What follows belongs to an exercise in optimizing a design on an open flow for small area; a production flow would make more cautious choices. The RTL was checked by simulation tests, not by an equivalence proof against the original design. The flow treats the clock pin as an ideal source, which a real chip does not have. No activity file was given, so power comes from the tool's default toggle rates.

## P
Design cache_top, start of the top module:
module cache_top (
  input  logic        Clock,
  input  logic        reset,
  input  logic        psel,
  input  logic        penable,
  input  logic        pwrite,
  input  logic [7:0]  paddr,
  input  logic [31:0] pwdata,
  output logic [31:0] prdata,
  output logic        pready,
  output logic        pslverr
);
  localparam logic [1:0] MODIFIED  = cache_line_pkg::MODIFIED;
  localparam logic [1:0] EXCLUSIVE = cache_line_pkg::EXCLUSIVE;
  localparam logic [1:0] SHARED    = cache_line_pkg::SHARED;
  localparam logic [1:0] INVALID   = cache_line_pkg::INVALID;
  logic [31:0]           addr_q;
  logic [5:0]            tidx;     
  logic                  swp;      
  logic [3:0]            ph;       
  logic [2:0]            cpos;     
  logic                  cclr;     
  logic                  hit_a;    
  logic                  free_a;
  logic [1:0]            cw;       
  logic [1:0]            cs;       
  logic [1:0]            vw;       
  logic                  wbf;      
  logic [63:0][23:0]     ring;     
  logic [15:0][4:0]      lru;
  logic [4:0][15:0]      cring;
  logic       access;
  logic [3:0] cmd;
  logic       c_rd, c_wr, c_inv, c_snp, c_clr, c_rw, cmd_ok;
  logic       a_addr, a_cmd, a_probe, a_cnt;
  logic [2:0] cnt_idx;
  logic [3:0] aset;
  logic [21:0] atag;
  assign access  = psel && penable;
  assign cmd     = pwdata[3:0];
  assign c_rd    = (cmd == cache_cmd_pkg::CMD_READ);
  assign c_wr    = (cmd == cache_cmd_pkg::CMD_WRITE);
  assign c_inv   = (cmd == cache_cmd_pkg::CMD_INVAL);
  assign c_snp   = (cmd == cache_cmd_pkg::CMD_SNOOP_RFO);
  assign c_clr   = (cmd == cache_cmd_pkg::CMD_CLEAR);
  assign c_rw    = c_rd || c_wr;
  assign cmd_ok  = c_rw || c_inv || c_snp || c_clr;
  assign a_addr  = (paddr == 8'h00);
  assign a_cmd   = (paddr == 8'h04);
  assign a_probe = (paddr == 8'h08);
  assign a_cnt   = (paddr == 8'h10) || (paddr == 8'h14) || (paddr == 8'h18) ||
                   (paddr == 8'h1C) || (paddr == 8'h20);
  assign cnt_idx = paddr[5] ? 3'd4 : {1'b0, paddr[3:2]};
  assign aset    = addr_q[9:6];
  assign atag    = addr_q[31:10];
  logic start, scan, first, apply, win;
  logic scan_req;
  ...
export LEC_CHECK = 0
export CAP_MARGIN = 20
export CORE_MARGIN = 2
export CORE_UTILIZATION = 60
export PLACE_DENSITY = 0.75
export SLEW_MARGIN = 20
create_clock -name core_clock -period 9.0 [get_ports {Clock}]
standard.sh (not shown) runs the stock make flow with config.mk's settings and CLKGATE_MAP_FILE= SYNTH_SCRIPT=/design/flow/synth_recipe.tcl, a recipe that flattens the netlist after the stock synthesis.
==> flow/flow/run.sh <==
#!/bin/bash
# Standard layout with custom CTS arguments and small port buffers.
set -euo pipefail
export CTS_ARGS="-sink_clustering_enable -repair_clock_nets -dont_use_dummy_load -sink_clustering_size 11 -sink_clustering_max_diameter 30 -buf_list {sky130_fd_sc_hd__clkbuf_4}"
export BUFFER_PORTS_ARGS="-buffer_cell sky130_fd_sc_hd__buf_1"
bash standard.sh > standard.log 2>&1
#### Input delta (Q over P)
==> flow/flow/run.sh <==
#!/bin/bash
# Standard layout with custom CTS arguments and small port buffers.
set -euo pipefail
export CTS_ARGS="-sink_clustering_enable -repair_clock_nets -dont_use_dummy_load -sink_clustering_size 20 -sink_clustering_max_diameter 60 -buf_list {sky130_fd_sc_hd__clkbuf_8}"
export BUFFER_PORTS_ARGS="-buffer_cell sky130_fd_sc_hd__buf_1"
bash standard.sh > standard.log 2>&1
==> comparison <==
- [diff] worst hold slack after final layout, Q relative to P: improvement
- Q ended with more wire length on met1 than P.
- The power after layout in Q was lower than what P gave.
- Summary: with P as the reference, clock power in Q moved down by a few percent.
- Where post-layout minimum cycle time is concerned, P is better than Q.
- Post-synthesis to final-layout area growth in Q is 0.33 points below P.
- Cell area: Q and P compared, lower one is Q
- Clock-cell share of area delta for Q relative to P: 0.27 points lower
- P was routed with more vias than Q.
- P -> Q: area of the mapped netlist delta 0, exact match
diff inputs: Q => R
==> flow/flow/run.sh <==
#!/bin/bash
# Standard layout with custom CTS arguments, small port buffers, and a
# post-CTS step that upsizes leaf clock buffers with slow clock-pin slews.
set -euo pipefail
HERE=$(cd "$(dirname "$0")" && pwd)
export CTS_ARGS="-sink_clustering_enable -repair_clock_nets -dont_use_dummy_load -sink_clustering_size 14 -sink_clustering_max_diameter 50 -buf_list {sky130_fd_sc_hd__clkbuf_4}"
export BUFFER_PORTS_ARGS="-buffer_cell sky130_fd_sc_hd__buf_1"
export POST_CTS_TCL="$HERE/post_cts.tcl"
export LEAF_SLEW_LIMIT=0.095
bash standard.sh > standard.log 2>&1
==> flow/flow/post_cts.tcl (new file) <==
# Upsize clock leaf buffers whose flip-flop clock pins would see a slow slew.
set thr $::env(LEAF_SLEW_LIMIT)
estimate_parasitics -placement
set n_up 0
foreach inst [get_cells -hier *] {
  set m [get_property $inst ref_name]
  if {$m ne "sky130_fd_sc_hd__clkbuf_4"} { continue }
  set pin [get_pins -of_objects $inst -filter "direction==output"]
  set net [get_nets -of_objects $pin]
  set mx 0
  foreach p [get_pins -of_objects $net -filter "direction==input"] {
    set s [get_property $p slew_max]
    if {$s > $mx} { set mx $s }
  }
  if {$mx > $thr} {
    replace_cell $inst sky130_fd_sc_hd__clkbuf_8
    incr n_up
  }
}
puts "post_cts: upsized $n_up leaf buffers over $thr"
detailed_placement
check_placement -verbose
estimate_parasitics -placement
==> results.txt <==
- Number of sequential cells: R vs Q identical
- Between Q and R, the shortest clock period the worst path allows after layout is lower for R.
- First-iteration DRC count on R is behind Q.
- Diff Q -> R: minimum setup slack in the final design increased 0.068 ns, non-clock buffer count essentially unchanged.
- R ends up with higher met3 wire length than Q does.
- Clock insertion delay at the later pin of the skew report for R is higher than for Q.
- Relative to Q, via count has increased by 2.2% in R.

========
Another version of the RTL of cache_top (not shown whole).
For scale: about 2100 cells after synthesis, roughly 79 I/O pins.
==> flow/config.mk <==
export PLATFORM = sky130hd
export DESIGN_NAME = cache_top
export DESIGN_NICKNAME = cache_top
export VERILOG_FILES = /design/flow/design.v
export SDC_FILE = /design/flow/constraint.sdc
export NUM_CORES = 4
export LEC_CHECK = 0
export CAP_MARGIN = 20
export CORE_MARGIN = 2
export CORE_UTILIZATION = 60
export PLACE_DENSITY = 0.75
export SLEW_MARGIN = 20
==> flow/constraint.sdc <==
create_clock -name core_clock -period 9.0 [get_ports {Clock}]
set_input_delay 1.8000 -clock core_clock [delete_from_list [all_inputs] [get_ports {Clock}]]
set_output_delay 1.8000 -clock core_clock [all_outputs]
set_load 0.01 [all_outputs]
==> flow/flow/run.sh <==
#!/bin/bash
# Standard layout with custom CTS arguments and small port buffers.
set -euo pipefail
export CTS_ARGS="-sink_clustering_enable -repair_clock_nets -dont_use_dummy_load -sink_clustering_size 12 -sink_clustering_max_diameter 50 -buf_list {sky130_fd_sc_hd__clkbuf_4}"
export BUFFER_PORTS_ARGS="-buffer_cell sky130_fd_sc_hd__buf_1"
bash standard.sh > standard.log 2>&1
The first run went through all stages and came out clean.
Edit:
==> flow/flow/run.sh (replaced) <==
#!/bin/bash
# Standard layout with custom CTS arguments and small port buffers.
set -euo pipefail
export CTS_ARGS="-sink_clustering_enable -repair_clock_nets -dont_use_dummy_load -sink_clustering_size 11 -sink_clustering_max_diameter 50 -buf_list {sky130_fd_sc_hd__clkbuf_4}"
export BUFFER_PORTS_ARGS="-buffer_cell sky130_fd_sc_hd__buf_1"
bash standard.sh > standard.log 2>&1
Outcome:
- power went up by 0.77%
- clock-buffer cell count went up by 12
- cell count went up by 0.49%
- routed wire length went up by 0.65%

-- afterwards: timing with drivers on the ports --
In the flow no input, the clock included, has a driving cell. The finished layouts below were timed again as built, in two steps. Step 1 sets driving cells, clkbuf_16 on the clock port and buf_2 on the other inputs (assumed; they add their load-dependent delay and slew). Step 2 also shifts input and output timing later by t, the mid clock arrival at the registers, as if the neighbouring blocks saw the same clock. Three values: ideal ports, drivers, drivers and shift; two values: the first two.
run | t (ns) | slack for setup (ns) | worst setup path at the end | worst data-port slew with drivers (ns)
P | 1.030 | 3.798 / 3.775 / 3.775 | input to output | 0.04
Q | 0.710 | 3.743 / 3.720 / 3.720 | input to output | 0.04
R | 0.816 | 3.811 / 3.788 / 3.788 | input to output | 0.04
the first run of note 2 | 1.000 | 3.685 / 3.662 / 3.662 | input to output | 0.05
the second run of note 2 | 1.032 | 3.681 / 3.659 / 3.659 | input to output | 0.05
After both steps setup and hold are still met in every run listed.
